From an optimization exercise on the open Yosys and OpenROAD flow, aimed at small area, a short achievable clock period and few clock cycles; shortcuts taken in it are not production practice.
No functional check of the RTL was part of any run shown here.
Power and IR drop assume default switching activity.

`run.sh`:
```
#!/bin/bash
# synth_recipe.tcl (not shown) runs the flow's synth.tcl, then flattens the netlist and writes it again
# the make line also repeats each setting of config.mk as NAME=value (left out here)
make -C /OpenROAD-flow-scripts/flow DESIGN_CONFIG=/design/flow/config.mk WORK_HOME=/design/flow/orfs CLKGATE_MAP_FILE= SYNTH_SCRIPT=/design/flow/synth_recipe.tcl finish
```
`config.mk`:
```
export PLATFORM = sky130hd
export DESIGN_NAME = pool_accel
export DESIGN_NICKNAME = pool_accel
export VERILOG_FILES = /design/flow/design.v
export SDC_FILE = /design/flow/constraint.sdc
export NUM_CORES = 4
export LEC_CHECK = 0
export CAP_MARGIN = 20
export CORE_MARGIN = 2
export CORE_UTILIZATION = 40
export SLEW_MARGIN = 20
```
`constraint.sdc`:
```
create_clock -name core_clock -period 10.0 [get_ports {clk}]
set_input_delay 2.0000 -clock core_clock [delete_from_list [all_inputs] [get_ports {clk}]]
set_output_delay 2.0000 -clock core_clock [all_outputs]
set_load 0.01 [all_outputs]
```
`design.v`:
```
package pool_pkg;
    typedef logic [31:0] word_t;
    typedef logic [7:0] dim_t;
    typedef logic [1:0] ksize_t;
    typedef enum logic {
        POOL_MAX = 1'b0,   
        POOL_SUM = 1'b1    
    } pool_mode_e;
    typedef enum logic [1:0] {
        OP_CONF = 2'd0,
        OP_DEST = 2'd1,
        OP_RUN  = 2'd2
    } cmd_op_e;
    typedef enum logic [1:0] {
        ST_IDLE,
        ST_RUN,
        ST_DRAIN
    } ctrl_state_e;
    localparam int CONF_KSIZE_LSB  = 0;
    localparam int CONF_STRIDE_LSB = 2;
    localparam int CONF_MODE_BIT   = 4;
    localparam int CONF_WIDTH_LSB  = 8;
    localparam int CONF_HEIGHT_LSB = 16;
endpackage
module pool_accel (
    input  logic        clk,
    input  logic        rst,
    input  logic        cmd_valid_i,
    input  logic [1:0]  cmd_op_i,
    input  logic [31:0] cmd_rj_i,
    input  logic [31:0] cmd_rk_i,
    output logic        rsp_valid_o,
    output logic        wb_cyc_o,
    output logic        wb_stb_o,
    output logic        wb_we_o,
    output logic [31:0] wb_adr_o,
    output logic [31:0] wb_dat_o,
    input  logic [31:0] wb_dat_i,
    input  logic        wb_ack_i
);
    logic [31:0] src_q;
    logic [31:0] dst_q;
    logic [7:0]  w_q;
    logic [7:0]  h_q;
    logic [1:0]  k_q;       
    logic [1:0]  s_q;       
    logic        mode_q;    
    logic        busy_q;
    logic        rsp_q;
    logic        cmd_acc;
    logic        conf_acc;
    logic        dest_acc;
    logic        run_acc;
    logic        fits;
    assign cmd_acc  = cmd_valid_i && !busy_q;
    assign conf_acc = cmd_acc && (cmd_op_i == 2'd0);
    assign dest_acc = cmd_acc && (cmd_op_i == 2'd1);
    assign run_acc  = cmd_acc && (cmd_op_i == 2'd2);
    assign fits     = ({6'd0, k_q} <= w_q) && ({6'd0, k_q} <= h_q);
    always_ff @(posedge clk) begin
        if (conf_acc) begin
            src_q  <= cmd_rj_i;
            k_q    <= (cmd_rk_i[1:0] == 2'd0) ? 2'd1 : cmd_rk_i[1:0];
            s_q    <= (cmd_rk_i[3:2] == 2'd0) ? 2'd1 : cmd_rk_i[3:2];
            mode_q <= cmd_rk_i[4];
            w_q    <= cmd_rk_i[15:8];
            h_q    <= cmd_rk_i[23:16];
        end
        if (dest_acc) begin
            dst_q <= cmd_rj_i;
        end
    end
    logic [31:0] band_q;
    logic [11:0] off_q;
    logic [1:0]  i_q;
    logic [7:0]  c_q;
    logic [1:0]  cnt_q;
    logic [7:0]  y_q;
    logic        rdone_q;    
    logic [11:0] sw4_q;      
    logic        stb_q;
    logic        we_q;
    logic [31:0] adr_q;
    logic [31:0] wa_q;       
    logic        t_first_q;  
    logic        t_last_q;
    logic        t_cpl_q;
    logic        pend_q;     
    logic        wq_q;       
    logic [31:0] d_q;
    logic        dv_q;
    logic        d_first_q;
    logic        d_last_q;
    logic        d_cpl_q;
    logic [31:0] acc_q;      
    logic        cv_q;       
    logic        c_cpl_q;    
    logic [31:0] c1_q;       
    logic [31:0] p2_q;       
    logic [31:0] res_q;
    function automatic logic [31:0] op(input logic m, input logic [31:0] a, input logic [31:0] b);
        if (m) op = a + b;
        else   op = ($signed(b) > $signed(a)) ? b : a;
    endfunction
    logic        free;
    logic        i_end;
    logic        nxt_cpl;
    logic        can_cpl;
    logic        wr_av;
    logic        rd_av;
    logic        fin;
    logic        x_fits;
    logic        y_fits;
    logic [7:0]  c_step;
    logic [7:0]  c_nxt;
    assign free    = !stb_q || wb_ack_i;
    assign i_end   = (i_q == k_q - 2'd1);
    assign nxt_cpl = i_end && (cnt_q == 2'd0);
    assign can_cpl = !pend_q || (stb_q && we_q && wb_ack_i);
    assign wr_av   = wq_q || (cv_q && c_cpl_q);
    assign rd_av   = !rdone_q && (!nxt_cpl || can_cpl);
    assign fin     = busy_q && rdone_q && stb_q && we_q && wb_ack_i;
    assign x_fits = ({1'b0, c_q} + {7'd0, s_q} + 9'd1) <= {1'b0, w_q};
    assign y_fits = ({1'b0, y_q} + {7'd0, s_q} + {7'd0, k_q}) <= {1'b0, h_q};
    assign c_step = (s_q > k_q) ? {6'd0, s_q - k_q + 2'd1} : 8'd1;
    assign c_nxt  = c_q + c_step;
    always_ff @(posedge clk) begin
        if (rst) begin
            busy_q  <= 1'b0;
            rsp_q   <= 1'b0;
            stb_q   <= 1'b0;
            we_q    <= 1'b0;
            pend_q  <= 1'b0;
            wq_q    <= 1'b0;
            rdone_q <= 1'b1;
        end else begin
            rsp_q <= conf_acc || dest_acc || (run_acc && !fits) || fin;
            if (run_acc && fits) begin
                busy_q  <= 1'b1;
                rdone_q <= 1'b0;
                pend_q  <= 1'b0;
                wq_q    <= 1'b0;
            end
            if (fin) begin
                busy_q <= 1'b0;
            end
            if (cv_q && c_cpl_q) begin
                wq_q <= 1'b1;
            end
            if (stb_q && we_q && wb_ack_i) begin
                pend_q <= 1'b0;
            end
            if (busy_q && free) begin
                if (wr_av) begin
                    stb_q <= 1'b1;
                    we_q  <= 1'b1;
                    wq_q  <= 1'b0;
                end else if (rd_av) begin
                    stb_q <= 1'b1;
                    we_q  <= 1'b0;
                    if (nxt_cpl) begin
                        pend_q <= 1'b1;
                    end
                    if (i_end && cnt_q == 2'd0 && !x_fits && !y_fits) begin
                        rdone_q <= 1'b1;
                    end
                end else begin
                    stb_q <= 1'b0;
                end
            end
        end
    end
    always_ff @(posedge clk) begin
        if (run_acc) begin
            band_q <= src_q;
            off_q  <= '0;
            i_q    <= '0;
            c_q    <= '0;
            cnt_q  <= k_q - 2'd1;
            y_q    <= '0;
            wa_q   <= dst_q;
            sw4_q  <= (s_q[1] ? {1'b0, w_q, 3'd0} : 12'd0) + (s_q[0] ? {2'b0, w_q, 2'd0} : 12'd0);
        end else if (busy_q && free) begin
            if (wr_av) begin
                adr_q <= wa_q;
                wa_q  <= wa_q + 32'd4;
            end else if (rd_av) begin
                adr_q     <= band_q + {20'd0, off_q};
                t_first_q <= (i_q == 2'd0);
                t_last_q  <= i_end;
                t_cpl_q   <= nxt_cpl;
                if (!i_end) begin
                    i_q   <= i_q + 2'd1;
                    off_q <= off_q + {2'b0, w_q, 2'd0};
                end else begin
                    i_q <= '0;
                    if (cnt_q != 2'd0) begin
                        cnt_q <= cnt_q - 2'd1;
                        c_q   <= c_q + 8'd1;
                        off_q <= {2'b0, c_q + 8'd1, 2'd0};
                    end else if (x_fits) begin
                        cnt_q <= (s_q > k_q) ? k_q - 2'd1 : s_q - 2'd1;
                        c_q   <= c_nxt;
                        off_q <= {2'b0, c_nxt, 2'd0};
                    end else begin
                        cnt_q  <= k_q - 2'd1;
                        c_q    <= '0;
                        off_q  <= '0;
                        y_q    <= y_q + {6'd0, s_q};
                        band_q <= band_q + {20'd0, sw4_q};
                    end
                end
            end
        end
    end
    always_ff @(posedge clk) begin
        d_q       <= wb_dat_i;
        d_first_q <= t_first_q;
        d_last_q  <= t_last_q;
        d_cpl_q   <= t_cpl_q;
        c_cpl_q   <= d_cpl_q;
        if (rst) begin
            dv_q <= 1'b0;
            cv_q <= 1'b0;
        end else begin
            dv_q <= stb_q && !we_q && wb_ack_i;
            cv_q <= dv_q && d_last_q;
        end
    end
    always_ff @(posedge clk) begin
        if (dv_q) begin
            acc_q <= d_first_q ? d_q : op(mode_q, acc_q, d_q);
        end
        if (cv_q) begin
            c1_q <= acc_q;
            p2_q <= (k_q == 2'd3) ? op(mode_q, c1_q, acc_q) : acc_q;
            if (c_cpl_q) begin
                res_q <= (k_q == 2'd1) ? acc_q : op(mode_q, p2_q, acc_q);
            end
        end
    end
    assign rsp_valid_o = rsp_q;
    assign wb_cyc_o    = stb_q;
    assign wb_stb_o    = stb_q;
    assign wb_we_o     = we_q;
    assign wb_adr_o    = adr_q;
    assign wb_dat_o    = res_q;
endmodule
```
==> flow_metrics.env, run 1 <==
export IMPL_syn_num_nets=3043
export IMPL_fp_dieH_um=257
export IMPL_yosysSeqAreaShare_pct=43.7
export IMPL_routabilityCongestion=0.873
export IMPL_drt_first_pass_iters=6
export IMPL_min_from="d_cpl_q"
export IMPL_hold_path_endpoint="c_cpl_q"
export IMPL_core_region_area_um2=63200
export IMPL_cts_path_max_buffers=3
export IMPL_slew_violations=0
export IMPL_critical_path_most_common_cell="sky130_fd_sc_hd__nor2_1"
export IMPL_final_antenna_violating_net_count=0
export IMPL_die_w_um=257
export IMPL_fp_dieArea_um2=66100
export IMPL_detailroute_via_count=20100
export IMPL_ys_async_sr_fraction_pct=0
export IMPL_tightestPinTransition_ns=1.15
export IMPL_critical_path_required_ns=10.46
export IMPL_route_detailed_wl_per_inst_um=19.1
export IMPL_worst_r2r_cell_count=13
export IMPL_cts_root_buffer_cell="sky130_fd_sc_hd__clkbuf_16"
export IMPL_final_setup_skew_ns=0.0550
export IMPL_cpLargestDelayFamily="simple AND/OR/NAND/NOR gates"
export IMPL_tritoncts_num_buffers=47
export IMPL_worst_path_largest_cell_delay_ns=0.64
export IMPL_num_fill_cells=5940
export IMPL_cts_sinks=397
export IMPL_design_area_um2=29600
export IMPL_worst_slack_ns=4.99
export IMPL_clock_tree_htree_level_count=2
export IMPL_io_pins=170
export IMPL_path_cells="clkdlybuf4s50_1 -> o21ai_0 -> a311o_1 -> or2_1 -> nor2_1 -> nand3_1 -> or4_1 -> xor2_1 -> nor2_1"
export IMPL_clkPwrFrac_pct=44.5
export IMPL_placementRows=92
export IMPL_critPathMaxFanout=12
export IMPL_cp_data_arrival_time_ns=5.47
export IMPL_final_layout_size_suffix_gt1_share_pct=4.80
export IMPL_synth_edff_count=324
export IMPL_postRouteWirelength_mm=70.1
export IMPL_critical_path_slowest_cell="sky130_fd_sc_hd__or4_1"
export IMPL_power_total_mw=3.88
export IMPL_dp_worst_setup_slack_ns=4.40
export IMPL_total_switching_power_mw=0.959
export IMPL_grt_met2_usage_pct=34.7
export IMPL_worst_setup_sp_type="input port"
export IMPL_final_common_cell="sky130_fd_sc_hd__edfxtp_1"
export IMPL_cts_clk_slew_worst_paths_ns=0.06
export IMPL_drt_first_iter_violations=1272
export IMPL_seqCellArea_um2=11200
export IMPL_yosys_cell_types=85
export IMPL_endpoint_type_of_the_worst_setup_path="flop"
export IMPL_power_density_nw_per_um2=131
export IMPL_crit_reg2reg_capture="p2_q[30]"
export IMPL_final_period_utilization_pct=50.1
export IMPL_yosys_warnings=1
export IMPL_detailed_place_hpwl_mm=51.3
export IMPL_netlist_area_pre_place_um2=25600
export IMPL_floorplan_initialDensity_pct=40.5
export IMPL_post_dp_cell_area_um2=28100
export IMPL_port_buffer_count=158
export IMPL_post_cts_setup_buffer_count=0
export IMPL_top_usage_layer="met2"
export IMPL_max_clock_freq_ghz=0.200
export IMPL_critical_path_n_buffers_inverters=1
export IMPL_grt_remaining_overflow=0
export IMPL_reg2reg_slack_ns=5.54
export IMPL_pwr_share_seq_pct=47.9
export IMPL_finalSetupViolations=0
export IMPL_p_sw_share_pct=24.7
export IMPL_grt_use_met3_pct=3.14
export IMPL_worstReg2RegStart="acc_q[28]"
export IMPL_layout_cells_most_common_list="sky130_fd_sc_hd__edfxtp_1 (324), sky130_fd_sc_hd__ha_1 (260), sky130_fd_sc_hd__nand2_1 (254), sky130_fd_sc_hd__inv_1 (234), sky130_fd_sc_hd__o21ai_0 (212)"
export IMPL_cts_hold_buf=0
export IMPL_status="no timing/DRC/antenna violations"
export IMPL_post_synthesis_sequential_element_count=397
export IMPL_area_of_the_multi_input_gates_um2=13200
export IMPL_worst_ir_drop_vdd_v=0.000136
export IMPL_power_combinational_fraction_pct=7.6
export IMPL_ys_flop_type="sky130_fd_sc_hd__edfxtp_1"
export IMPL_relSlewSlack_pct=22.8
export IMPL_pin_count_of_the_biggest_net_entering_global_routing=107
export IMPL_cts_tree="yes"
export IMPL_insertion_delay_ns=0.64
export IMPL_post_cts_resized=0
export IMPL_final_nets=3168
export IMPL_fin_tns_setup_ns=0
export IMPL_antenna_violations_before_repair=0
export IMPL_internal_cell_power_mw=2.92
export IMPL_number_of_instances_on_the_worst_hold_path=0
export IMPL_rsz0062_at_grt="false"
export IMPL_final_min_clock_period_ns=5.01
export IMPL_hold_path_class="flop to flop"
export IMPL_grt_util_all_layers_pct=20.8
export IMPL_post_synth_inst_count=2669
export IMPL_vias_in_the_first_global_route=19600
export IMPL_grt_use_met1_pct=28.1
export IMPL_drv_cap=0
export IMPL_synthesis_area_per_instance_um2=9.59
export IMPL_crit_type="input port to flop"
export IMPL_n_antenna_cell=0
export IMPL_layout_core_utilization_pct=46.9
export IMPL_global_route_wire_length_before_repair_mm=110
export IMPL_hold_violations_final=0
export IMPL_post_route_drc_count=0
export IMPL_leakage_nw=11.4
export IMPL_area_growth_pct=15.6
export IMPL_avgViaCountPerCell=5.46
[layer usage]
metal,share of wire (%),up-vias,wire length [µm]
met5,0,-,0
met4,2.4,0,1700
met3,5.1,101,3600
met2,47,581,33000
met1,45,9591,31800
li1,-,9832,-
[flip-flops by register name (all words and copies together) (netlist names), 2 cells and up]
name and flops:
d_q 32, i_q 2, sw4_q 10, c1_q 32
off_q 10, res_q 32, cnt_q 2, p2_q 32
src_q 32, s_q 2, h_q 8, y_q 8
acc_q 32, wa_q 32, w_q 8, adr_q 32
k_q 2, dst_q 32, band_q 32, c_q 8
[cell usage after synthesis (all sizes together) (32+ instances only)]
library cell | instances | area (µm²)
a21oi | 203 | 1020
clkbuf | 97 | 364
dfxtp | 73 | 1460
edfxtp | 324 | 9730
ha | 260 | 3250
inv | 236 | 886
nand2 | 254 | 953
nand3 | 44 | 220
nand4 | 36 | 225
nor2 | 201 | 754
o21ai | 216 | 1080
o22ai | 60 | 375
o31ai | 32 | 250
xnor2 | 110 | 963
xor2 | 78 | 683
[worst max path at each step]
| stage | startpoint | cells after the start | slack [ns] | endpoint |
|---|---|---|---|---|
| after floorplan | cv_q | 3 | 3.71 | adr_q[0] |
| after global placement | wb_ack_i | 8 | 4.41 | band_q[22] |
| after detailed placement | wb_ack_i | 8 | 4.40 | band_q[17] |
| after CTS | wb_ack_i | 9 | 5.03 | y_q[7] |
| after global routing | wb_ack_i | 9 | 4.86 | y_q[7] |
| final | wb_ack_i | 9 | 4.99 | y_q[7] |
[worst register-to-register path: stages (launching register included)]
cell and delay, ns:
sky130_fd_sc_hd__edfxtp_1 0.57, sky130_fd_sc_hd__ha_1 0.53, sky130_fd_sc_hd__nand4_1 0.22, sky130_fd_sc_hd__nor4_1 0.33, sky130_fd_sc_hd__buf_4 0.18, sky130_fd_sc_hd__nand3_1 0.10, sky130_fd_sc_hd__a31oi_1 0.37, sky130_fd_sc_hd__o31a_1 0.17
sky130_fd_sc_hd__buf_4 0.29, sky130_fd_sc_hd__nand2_1 0.57, sky130_fd_sc_hd__nor2_1 0.25, sky130_fd_sc_hd__buf_4 0.24, sky130_fd_sc_hd__a221oi_1 0.11, sky130_fd_sc_hd__or3_1 0.31
[power by group through the flow]
stage / logic, mW / registers (mW) / clock network (mW)
after floorplan: 0.187 / 1.88 / 0
after global placement: 0.288 / 1.89 / 0
after detailed placement: 0.292 / 1.89 / 0
after CTS: 0.295 / 1.86 / 1.77
after global routing: 0.329 / 1.86 / 1.83
final: 0.295 / 1.86 / 1.73
[cells by family (layout without fill, tap and decap cells)]
family / count (synthesis) / after routing / share of synthesized area [%]
XOR/XNOR: 188 / 188 / 6.43
adder cells (fa/ha/maj): 272 / 272 / 13.6
buffers and inverters: 342 / 506 / 5.05
flip-flops: 397 / 397 / 43.7
AO/OA/AOI/OAI: 720 / 720 / 17.3
AND/OR/NAND/NOR: 745 / 745 / 13.6
multiplexers: 5 / 5 / 0.205
[through the flow]
step,hold slack (ns),instances
floorplan,0.310,2669
global placement,0.312,3591
detailed placement,0.324,3591
CTS,0.275,3679
global route,0.299,3679
finish,0.280,3679
[layout make-up]
cell class | instances | area share, %
repair buffers | 181 | 5.92
clock inverters | 36 | 1.13
well taps | 846 | 3.57
inverters | 237 | 3.01
multi-input cells | 1930 | 44.5
flip-flops and latches | 397 | 37.8
clock buffers | 52 | 4.10
==> run 2: changes to the inputs <==
--- a/design.v
+++ b/design.v
@@ -77,7 +77,10 @@
     logic [1:0]  cnt_q;
     logic [7:0]  y_q;
     logic        rdone_q;    
-    logic [11:0] sw4_q;      
+    logic        rebase_q;   
+    logic [11:0] sw4;        
+    logic [11:0] off_base;
+    logic [31:0] rd_adr;
     logic        stb_q;
     logic        we_q;
     logic [31:0] adr_q;
@@ -124,6 +127,9 @@
     assign y_fits = ({1'b0, y_q} + {7'd0, s_q} + {7'd0, k_q}) <= {1'b0, h_q};
     assign c_step = (s_q > k_q) ? {6'd0, s_q - k_q + 2'd1} : 8'd1;
     assign c_nxt  = c_q + c_step;
+    assign sw4    = (s_q[1] ? {1'b0, w_q, 3'd0} : 12'd0) + (s_q[0] ? {2'b0, w_q, 2'd0} : 12'd0);
+    assign off_base = rebase_q ? 12'd0 : off_q;
+    assign rd_adr = band_q + {20'd0, off_q};
     always_ff @(posedge clk) begin
         if (rst) begin
             busy_q  <= 1'b0;
@@ -179,19 +185,23 @@
             cnt_q  <= k_q - 2'd1;
             y_q    <= '0;
             wa_q   <= dst_q;
-            sw4_q  <= (s_q[1] ? {1'b0, w_q, 3'd0} : 12'd0) + (s_q[0] ? {2'b0, w_q, 2'd0} : 12'd0);
+            rebase_q <= 1'b0;
         end else if (busy_q && free) begin
             if (wr_av) begin
                 adr_q <= wa_q;
                 wa_q  <= wa_q + 32'd4;
             end else if (rd_av) begin
-                adr_q     <= band_q + {20'd0, off_q};
+                adr_q     <= rd_adr;
+                rebase_q  <= 1'b0;
+                if (rebase_q) begin
+                    band_q <= rd_adr;
+                end
                 t_first_q <= (i_q == 2'd0);
                 t_last_q  <= i_end;
                 t_cpl_q   <= nxt_cpl;
                 if (!i_end) begin
                     i_q   <= i_q + 2'd1;
-                    off_q <= off_q + {2'b0, w_q, 2'd0};
+                    off_q <= off_base + {2'b0, w_q, 2'd0};
                 end else begin
                     i_q <= '0;
                     if (cnt_q != 2'd0) begin
@@ -203,11 +213,11 @@
                         c_q   <= c_nxt;
                         off_q <= {2'b0, c_nxt, 2'd0};
                     end else begin
-                        cnt_q  <= k_q - 2'd1;
-                        c_q    <= '0;
-                        off_q  <= '0;
-                        y_q    <= y_q + {6'd0, s_q};
-                        band_q <= band_q + {20'd0, sw4_q};
+                        cnt_q    <= k_q - 2'd1;
+                        c_q      <= '0;
+                        off_q    <= sw4;
+                        rebase_q <= 1'b1;
+                        y_q      <= y_q + {6'd0, s_q};
                     end
                 end
             end
@@ -227,16 +237,42 @@
             cv_q <= dv_q && d_last_q;
         end
     end
+    logic        k3;
+    logic        k1;
+    logic        b2_q;       
+    logic        sel_a;
+    logic        sel_b1;
+    logic        sel_b2;
+    logic [31:0] ux;
+    logic [32:0] ut;
+    logic [31:0] u;
+    assign k3     = (k_q == 2'd3);
+    assign k1     = (k_q == 2'd1);
+    assign sel_a  = dv_q && !d_first_q;
+    assign sel_b1 = cv_q && c_cpl_q && !k1;
+    assign sel_b2 = k3 && ((cv_q && !c_cpl_q) || b2_q);
+    assign ux     = sel_a ? d_q : (sel_b1 && k3) ? p2_q : c1_q;
+    assign ut     = {acc_q[31], acc_q} + ({ux[31], ux} ^ {33{!mode_q}}) + {32'd0, !mode_q};
+    assign u      = mode_q ? ut[31:0] : (ut[32] ? ux : acc_q);
+    always_ff @(posedge clk) begin
+        if (rst) begin
+            b2_q <= 1'b0;
+        end else begin
+            b2_q <= cv_q && c_cpl_q && k3;
+        end
+    end
     always_ff @(posedge clk) begin
         if (dv_q) begin
-            acc_q <= d_first_q ? d_q : op(mode_q, acc_q, d_q);
-        end
-        if (cv_q) begin
+            acc_q <= d_first_q ? d_q : u;
+        end
+        if (sel_b2) begin
+            p2_q <= u;
+        end
+        if (sel_b2 || (cv_q && !k3)) begin
             c1_q <= acc_q;
-            p2_q <= (k_q == 2'd3) ? op(mode_q, c1_q, acc_q) : acc_q;
-            if (c_cpl_q) begin
-                res_q <= (k_q == 2'd1) ? acc_q : op(mode_q, p2_q, acc_q);
-            end
+        end
+        if (cv_q && c_cpl_q) begin
+            res_q <= k1 ? acc_q : u;
         end
     end
     assign rsp_valid_o = rsp_q;
==> flow_metrics.env, run 2 <==
export IMPL_crit_reg2reg_capture="res_q[19]"
export IMPL_worst_setup_sp_type="flop"
export IMPL_pin_count_of_the_biggest_net_entering_global_routing=81
export IMPL_final_setup_skew_ns=0.0201
export IMPL_hold_path_endpoint="c_cpl_q"
export IMPL_insertion_delay_ns=0.58
export IMPL_drt_first_pass_iters=5
export IMPL_reg2reg_slack_ns=3.27
export IMPL_synth_edff_count=314
export IMPL_cts_hold_buf=0
export IMPL_cts_tree="yes"
export IMPL_crit_type="flop to flop"
export IMPL_antenna_violations_before_repair=2
export IMPL_post_cts_resized=0
export IMPL_layout_cells_most_common_list="sky130_fd_sc_hd__edfxtp_1 (314), sky130_fd_sc_hd__nand2_1 (260), sky130_fd_sc_hd__o21ai_0 (222), sky130_fd_sc_hd__clkdlybuf4s50_1 (158), sky130_fd_sc_hd__a21oi_1 (115)"
export IMPL_yosysSeqAreaShare_pct=53.3
export IMPL_dpl_cell_count=2708
export IMPL_io_pins=170
export IMPL_critPathMaxFanout=54
export IMPL_detailed_place_hpwl_mm=35.4
export IMPL_fp_dieArea_um2=53100
export IMPL_hold_path_class="flop to flop"
export IMPL_placementRows=82
export IMPL_syn_num_nets=2151
export IMPL_floorplan_initialDensity_pct=40.7
export IMPL_final_min_clock_period_ns=6.73
export IMPL_fin_tns_setup_ns=0
export IMPL_final_antenna_violating_net_count=0
export IMPL_cts_root_buffer_cell="sky130_fd_sc_hd__clkbuf_16"
export IMPL_final_nets=2284
export IMPL_post_synthesis_sequential_element_count=389
export IMPL_port_buffer_count=158
export IMPL_tightestPinTransition_ns=1.08
export IMPL_grt_remaining_overflow=0
export IMPL_endpoint_type_of_the_worst_setup_path="flop"
export IMPL_post_synth_inst_count=1948
export IMPL_post_synth_main_area_contributors="sky130_fd_sc_hd__edfxtp_1 (46%), sky130_fd_sc_hd__dfxtp_1 (7.3%), sky130_fd_sc_hd__ha_1 (5.6%)"
export IMPL_ys_flop_type="sky130_fd_sc_hd__edfxtp_1"
export IMPL_cp_data_arrival_time_ns=7.04
export IMPL_min_from="d_cpl_q"
export IMPL_netlist_area_pre_place_um2=20500
export IMPL_worst_r2r_cell_count=18
export IMPL_worst_slack_ns=3.27
export IMPL_final_common_cell="sky130_fd_sc_hd__edfxtp_1"
export IMPL_post_dp_cell_area_um2=22800
export IMPL_ys_top_cells_by_count="sky130_fd_sc_hd__edfxtp_1 (314), sky130_fd_sc_hd__nand2_1 (261), sky130_fd_sc_hd__o21ai_0 (224)"
export IMPL_number_of_instances_on_the_worst_hold_path=0
export IMPL_cts_sinks=389
export IMPL_vias_in_the_first_global_route=14600
export IMPL_post_cts_setup_buffer_count=0
export IMPL_postRouteWirelength_mm=50.9
export IMPL_grt_util_all_layers_pct=19.1
export IMPL_cts_clk_slew_worst_paths_ns=0.06
export IMPL_worst_ir_drop_vdd_v=0.000125
export IMPL_area_growth_pct=17.8
export IMPL_synth_top_cell_area_share_pct=46.0
export IMPL_status="no timing/DRC/antenna violations"
export IMPL_area_of_the_multi_input_gates_um2=8940
export IMPL_max_clock_freq_ghz=0.149
export IMPL_synth_most_common_cell="sky130_fd_sc_hd__edfxtp_1"
export IMPL_final_period_utilization_pct=67.3
export IMPL_leakage_nw=8.88
export IMPL_ys_async_sr_fraction_pct=0
export IMPL_detailroute_via_count=14800
export IMPL_design_area_um2=24200
export IMPL_worstReg2RegStart="k_q[1]"
export IMPL_critical_path_required_ns=10.31
export IMPL_final_layout_size_suffix_gt1_share_pct=6.25
export IMPL_die_w_um=230
export IMPL_fp_dieH_um=230
export IMPL_yosys_warnings=1
export IMPL_synthesis_area_per_instance_um2=10.5
export IMPL_tritoncts_num_buffers=43
export IMPL_drt_first_iter_violations=1036
export IMPL_rsz0062_at_grt="false"
export IMPL_global_route_wire_length_before_repair_mm=80.4
export IMPL_yosys_cell_types=74
export IMPL_layout_cells_non_filler=2786
export IMPL_post_route_drc_count=0
export IMPL_drv_cap=0
export IMPL_num_fill_cells=4656
export IMPL_slew_violations=0
export IMPL_power_density_nw_per_um2=152
export IMPL_cts_path_max_buffers=3
export IMPL_synth_largest_area_cell="sky130_fd_sc_hd__edfxtp_1"
export IMPL_finalSetupViolations=0
export IMPL_core_region_area_um2=50400
export IMPL_hold_violations_final=0
export IMPL_avgViaCountPerCell=5.31
export IMPL_clock_tree_htree_level_count=2
export IMPL_dp_worst_setup_slack_ns=3.36
export IMPL_route_detailed_wl_per_inst_um=18.3
export IMPL_seqCellArea_um2=10900
export IMPL_routabilityCongestion=0.891
export IMPL_relSlewSlack_pct=28.1
[run 2: cell count changes in the layout (fill, tap and decap cells not counted), sizes merged, moves of 21 or more]
cell / change
inv: -153
o22ai: -52
ha: -168
o21bai: -23
nor2: -89
o31ai: -30
mux2: +25
mux2i: +48
o21ai: +24
nor4: -21
a21oi: -88
xnor2: -25
[run 2: kinds of logic (layout without fill, tap and decap cells)]
group                    after synthesis  after routing  synth area share (%)
adder cells (fa/ha/maj)              101            101                  6.49
multiplexers                          78             78                  3.97
flip-flops                           389            389                  53.3
AO/OA/AOI/OAI                        484            484                  13.9
XOR/XNOR                             147            147                  6.28
buffers and inverters                173            338                  3.26
other                                  0              1                     0
AND/OR/NAND/NOR                      576            576                  12.8
[run 2: worst max-delay path by stage]
| stage | from | end | slack, ns | depth (start not counted) |
|---|---|---|---|---|
| after floorplan | wb_ack_i | adr_q[0] | 5.02 | 2 |
| after global placement | k_q[1] | acc_q[25] | 3.40 | 18 |
| after detailed placement | k_q[1] | acc_q[25] | 3.36 | 18 |
| after CTS | k_q[1] | res_q[19] | 3.29 | 18 |
| after global routing | k_q[1] | res_q[19] | 2.85 | 18 |
| final | k_q[1] | res_q[19] | 3.27 | 18 |
[run 2: metrics by stage]
stage | power (mW) | util (%) | hold WS, ns
after floorplan | 2.02 | - | 0.310
after global placement | 2.13 | 45.1 | 0.313
after detailed placement | 2.13 | 45.2 | 0.315
after CTS | 3.72 | 48.0 | 0.329
after global routing | 3.81 | 48.0 | 0.331
final | 3.68 | 48.0 | 0.328
[run 2: where the power goes]
group	leakage [nW]	switching (mW)	internal [mW]	total (mW)
registers	3.47	0.0259	1.79	1.82
clock network	0.680	0.670	0.909	1.58
logic	4.73	0.160	0.124	0.284
[run 2: routing by layer]
layer,global-route usage (%),up-vias,wire length [µm],part of all wire [%]
li1,-,7275,-,-
met1,25.2,7044,22900,45
met2,31.4,380,23600,46
met3,3.85,83,2960,5.8
met4,6.19,4,1360,2.7
met5,0,-,28,0.055
[run 2: cell type report]
class,instances,area share [%]
tap,672,3.48
timing repair buffer,175,7.16
multi-input combinational,1386,37.0
sequential,389,45.3
inverter,86,1.34
clock buffer,54,4.84
clock inverter,23,0.937
antenna,1,0.0104
[run 2: worst max-delay path, stage by stage (launching register included)]
cell                       delay (ns)
sky130_fd_sc_hd__edfxtp_1        0.53
sky130_fd_sc_hd__inv_1           0.22
sky130_fd_sc_hd__ha_2            0.21
sky130_fd_sc_hd__buf_4           0.30
sky130_fd_sc_hd__nand4b_4        0.88
sky130_fd_sc_hd__mux2i_1         0.50
sky130_fd_sc_hd__a21o_1          0.27
sky130_fd_sc_hd__nand2_1         0.09
sky130_fd_sc_hd__fa_1            0.43
sky130_fd_sc_hd__a211oi_1        0.27
sky130_fd_sc_hd__o21ai_1         0.17
sky130_fd_sc_hd__a211oi_1        0.41
sky130_fd_sc_hd__o31a_1          0.38
sky130_fd_sc_hd__o21a_2          0.30
sky130_fd_sc_hd__o22ai_4         0.19
sky130_fd_sc_hd__buf_4           0.34
sky130_fd_sc_hd__nor2_1          0.40
sky130_fd_sc_hd__a22oi_1         0.11
sky130_fd_sc_hd__o21ai_0         0.41
==> run 3: changes to the inputs <==
--- a/design.v
+++ b/design.v
@@ -119,7 +119,7 @@
     assign free    = !stb_q || wb_ack_i;
     assign i_end   = (i_q == k_q - 2'd1);
     assign nxt_cpl = i_end && (cnt_q == 2'd0);
-    assign can_cpl = !pend_q || (stb_q && we_q && wb_ack_i);
+    assign can_cpl = !pend_q || (stb_q && we_q);   
     assign wr_av   = wq_q || (cv_q && c_cpl_q);
     assign rd_av   = !rdone_q && (!nxt_cpl || can_cpl);
     assign fin     = busy_q && rdone_q && stb_q && we_q && wb_ack_i;
--- a/config.mk
+++ b/config.mk
@@ -8,4 +8,6 @@
 export CAP_MARGIN = 20
 export CORE_MARGIN = 2
 export CORE_UTILIZATION = 40
+export CTS_BUF_LIST = sky130_fd_sc_hd__clkbuf_4 sky130_fd_sc_hd__clkbuf_8
+export CTS_CLUSTER_SIZE = 30
 export SLEW_MARGIN = 20
==> flow_metrics.env, run 3 <==
export IMPL_ys_flop_type="sky130_fd_sc_hd__edfxtp_1"
export IMPL_power_combinational_fraction_pct=7.4
export IMPL_antenna_violations_before_repair=5
export IMPL_clock_tree_htree_level_count=3
export IMPL_layout_cells_most_common_list="sky130_fd_sc_hd__edfxtp_1 (314), sky130_fd_sc_hd__nand2_1 (244), sky130_fd_sc_hd__o21ai_0 (199), sky130_fd_sc_hd__clkdlybuf4s50_1 (158), sky130_fd_sc_hd__nor2_1 (129)"
export IMPL_met3RoutedLength_mm=3.23
export IMPL_hold_violations_final=0
export IMPL_cp_data_arrival_time_ns=7.14
export IMPL_floorplan_initialDensity_pct=40.4
export IMPL_path_cells="inv_1 -> ha_2 -> buf_4 -> nand4b_2 -> buf_4 -> nor3_2 -> nor3_2 -> mux2_2 -> fa_1 -> a21o_1 -> a221o_1 -> a211oi_2 -> nor2_1 -> a21oi_4 -> buf_4 -> mux2_2 -> o21ai_0 -> o21ai_0"
export IMPL_port_buffer_count=158
export IMPL_met2_layer_wire_length_in_the_routed_design_mm=25.2
export IMPL_critical_path_most_common_cell="sky130_fd_sc_hd__buf_4"
export IMPL_post_synth_main_area_contributors="sky130_fd_sc_hd__edfxtp_1 (46%), sky130_fd_sc_hd__dfxtp_1 (7.2%), sky130_fd_sc_hd__ha_1 (5.6%)"
export IMPL_finalSetupViolations=0
export IMPL_hold_path_class="flop to flop"
export IMPL_pwr_share_seq_pct=47.4
export IMPL_cts_sinks=389
export IMPL_tightestPinTransition_ns=1.04
export IMPL_core_region_area_um2=51300
export IMPL_ys_top_cells_by_count="sky130_fd_sc_hd__edfxtp_1 (314), sky130_fd_sc_hd__nand2_1 (244), sky130_fd_sc_hd__o21ai_0 (201)"
export IMPL_grt_util_all_layers_pct=19.5
export IMPL_fp_dieArea_um2=53600
export IMPL_synth_most_common_cell="sky130_fd_sc_hd__edfxtp_1"
export IMPL_cts_tree="yes"
export IMPL_reg2reg_slack_ns=3.22
export IMPL_final_common_cell="sky130_fd_sc_hd__edfxtp_1"
export IMPL_endpoint_type_of_the_worst_setup_path="flop"
export IMPL_wl_met1_mm=22.1
export IMPL_io_pins=170
export IMPL_cts_hold_buf=0
export IMPL_synth_edff_count=314
export IMPL_hold_path_endpoint="c_cpl_q"
export IMPL_internal_cell_power_mw=2.93
export IMPL_post_route_drc_count=0
export IMPL_final_layout_size_suffix_gt1_share_pct=8.63
export IMPL_yosysSeqAreaShare_pct=52.8
export IMPL_cts_clk_slew_worst_paths_ns=0.05
export IMPL_post_cts_setup_buffer_count=0
export IMPL_fp_dieH_um=232
export IMPL_rsz0062_at_grt="false"
export IMPL_critPathMaxFanout=49
export IMPL_pin_count_of_the_biggest_net_entering_global_routing=101
export IMPL_max_clock_freq_ghz=0.147
export IMPL_n_antenna_cell=0
export IMPL_slew_violations=0
export IMPL_final_period_utilization_pct=67.8
export IMPL_final_setup_skew_ns=0.0360
export IMPL_layout_core_utilization_pct=47.9
export IMPL_critical_path_slowest_cell="sky130_fd_sc_hd__a21oi_4"
export IMPL_crit_reg2reg_capture="res_q[16]"
export IMPL_cts_path_max_buffers=3
export IMPL_syn_num_nets=2173
export IMPL_post_synthesis_sequential_element_count=389
export IMPL_critical_path_required_ns=10.35
export IMPL_layout_cells_non_filler=2859
export IMPL_postRouteWirelength_mm=52.3
export IMPL_power_density_nw_per_um2=156
export IMPL_leakage_nw=9.03
export IMPL_grt_remaining_overflow=0
export IMPL_area_growth_pct=18.7
export IMPL_drv_cap=0
export IMPL_final_antenna_violating_net_count=0
export IMPL_avgViaCountPerCell=5.39
export IMPL_clkPwrFrac_pct=45.1
export IMPL_detailroute_via_count=15400
export IMPL_final_nets=2327
export IMPL_crit_type="flop to flop"
export IMPL_detailed_place_hpwl_mm=35.3
export IMPL_synth_largest_area_cell="sky130_fd_sc_hd__edfxtp_1"
export IMPL_synth_top_cell_area_share_pct=45.5
export IMPL_worst_path_largest_cell_delay_ns=0.67
export IMPL_yosys_cell_types=79
export IMPL_post_synth_inst_count=1970
export IMPL_worst_ir_drop_vdd_v=0.000111
export IMPL_vias_in_the_first_global_route=15400
export IMPL_worst_setup_sp_type="flop"
export IMPL_worstReg2RegStart="k_q[1]"
export IMPL_total_switching_power_mw=0.895
export IMPL_p_sw_share_pct=23.4
export IMPL_drt_first_iter_violations=1078
export IMPL_drt_first_pass_iters=5
export IMPL_cts_root_buffer_cell="sky130_fd_sc_hd__clkbuf_8"
export IMPL_min_from="d_cpl_q"
export IMPL_status="no timing/DRC/antenna violations"
export IMPL_die_w_um=232
export IMPL_tritoncts_num_buffers=71
export IMPL_post_cts_resized=0
export IMPL_top_signal_layer_used="met5"
export IMPL_netlist_area_pre_place_um2=20700
export IMPL_number_of_instances_on_the_worst_hold_path=0
export IMPL_relSlewSlack_pct=30.4
export IMPL_global_route_wire_length_before_repair_mm=82.1
export IMPL_placementRows=83
export IMPL_final_min_clock_period_ns=6.78
export IMPL_routabilityCongestion=0.886
export IMPL_dpl_cell_count=2731
export IMPL_route_detailed_wl_per_inst_um=18.3
export IMPL_ys_async_sr_fraction_pct=0
export IMPL_insertion_delay_ns=0.66
export IMPL_synthesis_area_per_instance_um2=10.5
export IMPL_worst_r2r_cell_count=18
export IMPL_fin_tns_setup_ns=0
export IMPL_yosys_warnings=1
run 3: final cells by class:
| class | instances | area [µm²] |
|---|---|---|
| clock buffers | 89 | 1130 |
| repair buffers | 176 | 1740 |
| fillers | 4745 | 26700 |
| multi-input cells | 1383 | 9050 |
| inverters | 103 | 387 |
| clock inverters | 39 | 492 |
| well taps | 680 | 851 |
| flip-flops and latches | 389 | 10900 |
run 3: critical path, delay by kind of cell, from the launching register on:
family / cells / cell delay, ns
flip-flops: 1 / 0.45
AO/OA/AOI/OAI: 6 / 1.98
adder cells (fa/ha/maj): 2 / 0.61
multiplexers: 2 / 0.80
buffers and inverters: 4 / 1.62
AND/OR/NAND/NOR: 4 / 0.98
run 3: how the worst max path moves through the flow:
stage                   from        end  slack [ns]  depth (start not counted)
floorplan           wb_ack_i   adr_q[0]        5.02                          2
global placement      k_q[1]  res_q[16]        3.31                         18
detailed placement    k_q[1]  res_q[16]        3.24                         18
CTS                   k_q[1]   acc_q[8]        3.21                         18
global route          k_q[1]  acc_q[10]        2.78                         18
finish                k_q[1]  res_q[16]        3.22                         18
run 3: cell families after synthesis:
group | share of synthesized area, %
simple gates | 12.7
flops | 52.8
mux | 4.29
fa+ha+maj | 6.43
buf+inv | 3.70
xor+xnor | 6.09
compound gates | 14.0
run 3: power by group through the flow:
stage | Combinational [mW] | Clock, mW | Sequential (mW)
6_report | 0.284 | 1.73 | 1.81
5_1_grt | 0.316 | 1.84 | 1.82
4_1_cts | 0.285 | 1.77 | 1.81
3_5_place_dp | 0.282 | 0 | 1.85
3_3_place_gp | 0.276 | 0 | 1.85
2_1_floorplan | 0.182 | 0 | 1.84
run 3: metrics by stage:
step / worst slack (ns) / total power [mW] / hold WS [ns] / area (µm²)
CTS: 3.21 / 3.87 / 0.326 / 24600
finish: 3.22 / 3.82 / 0.325 / 24600
detailed placement: 3.24 / 2.13 / 0.312 / 23000
global placement: 3.31 / 2.12 / 0.310 / 22900
floorplan: 5.02 / 2.02 / 0.310 / 20700
global route: 2.78 / 3.97 / 0.336 / 24600
run 3: layer usage:
layer  vias to the layer above  track usage (%)
met5                         -                0
met4                        10             7.47
met3                       110             4.58
met2                       454             33.1
met1                      7364             24.1
li1                       7459                -

==> port drivers added, routing unchanged <==
No port has a modelled driver above. Below, the same layouts with a new extraction and two added sets of constraints. Step 1 sets driving cells, clkbuf_16 on the clock port and buf_2 on the other inputs (assumed; they add their load-dependent delay and slew). Step 2 adds t to the input delays and takes it off the output delays; t is the mean of the earliest and latest rising clock arrival at the registers after step 1. Input paths then give back, and output paths get back, about the clock's delay inside the block. Three values: no drivers, after step 1, after step 2; two values: the first two.
| run | t, ns | slack for setup (ns) | worst hold slack (ns) |
|---|---|---|---|
| run 1 | 0.671 | 4.993 / 5.022 / 4.351 | 0.280 / 0.280 / 0.280 |
| run 2 | 0.631 | 3.272 / 3.272 / 3.272 | 0.328 / 0.328 / 0.328 |
| run 3 | 0.691 | 3.218 / 3.218 / 3.218 | 0.325 / 0.325 / 0.325 |
After both steps setup and hold are still met in every run listed. For run 1, which loses most, drivers alone change the setup slack by +0.029 ns; drivers and shift together by -0.642 ns.
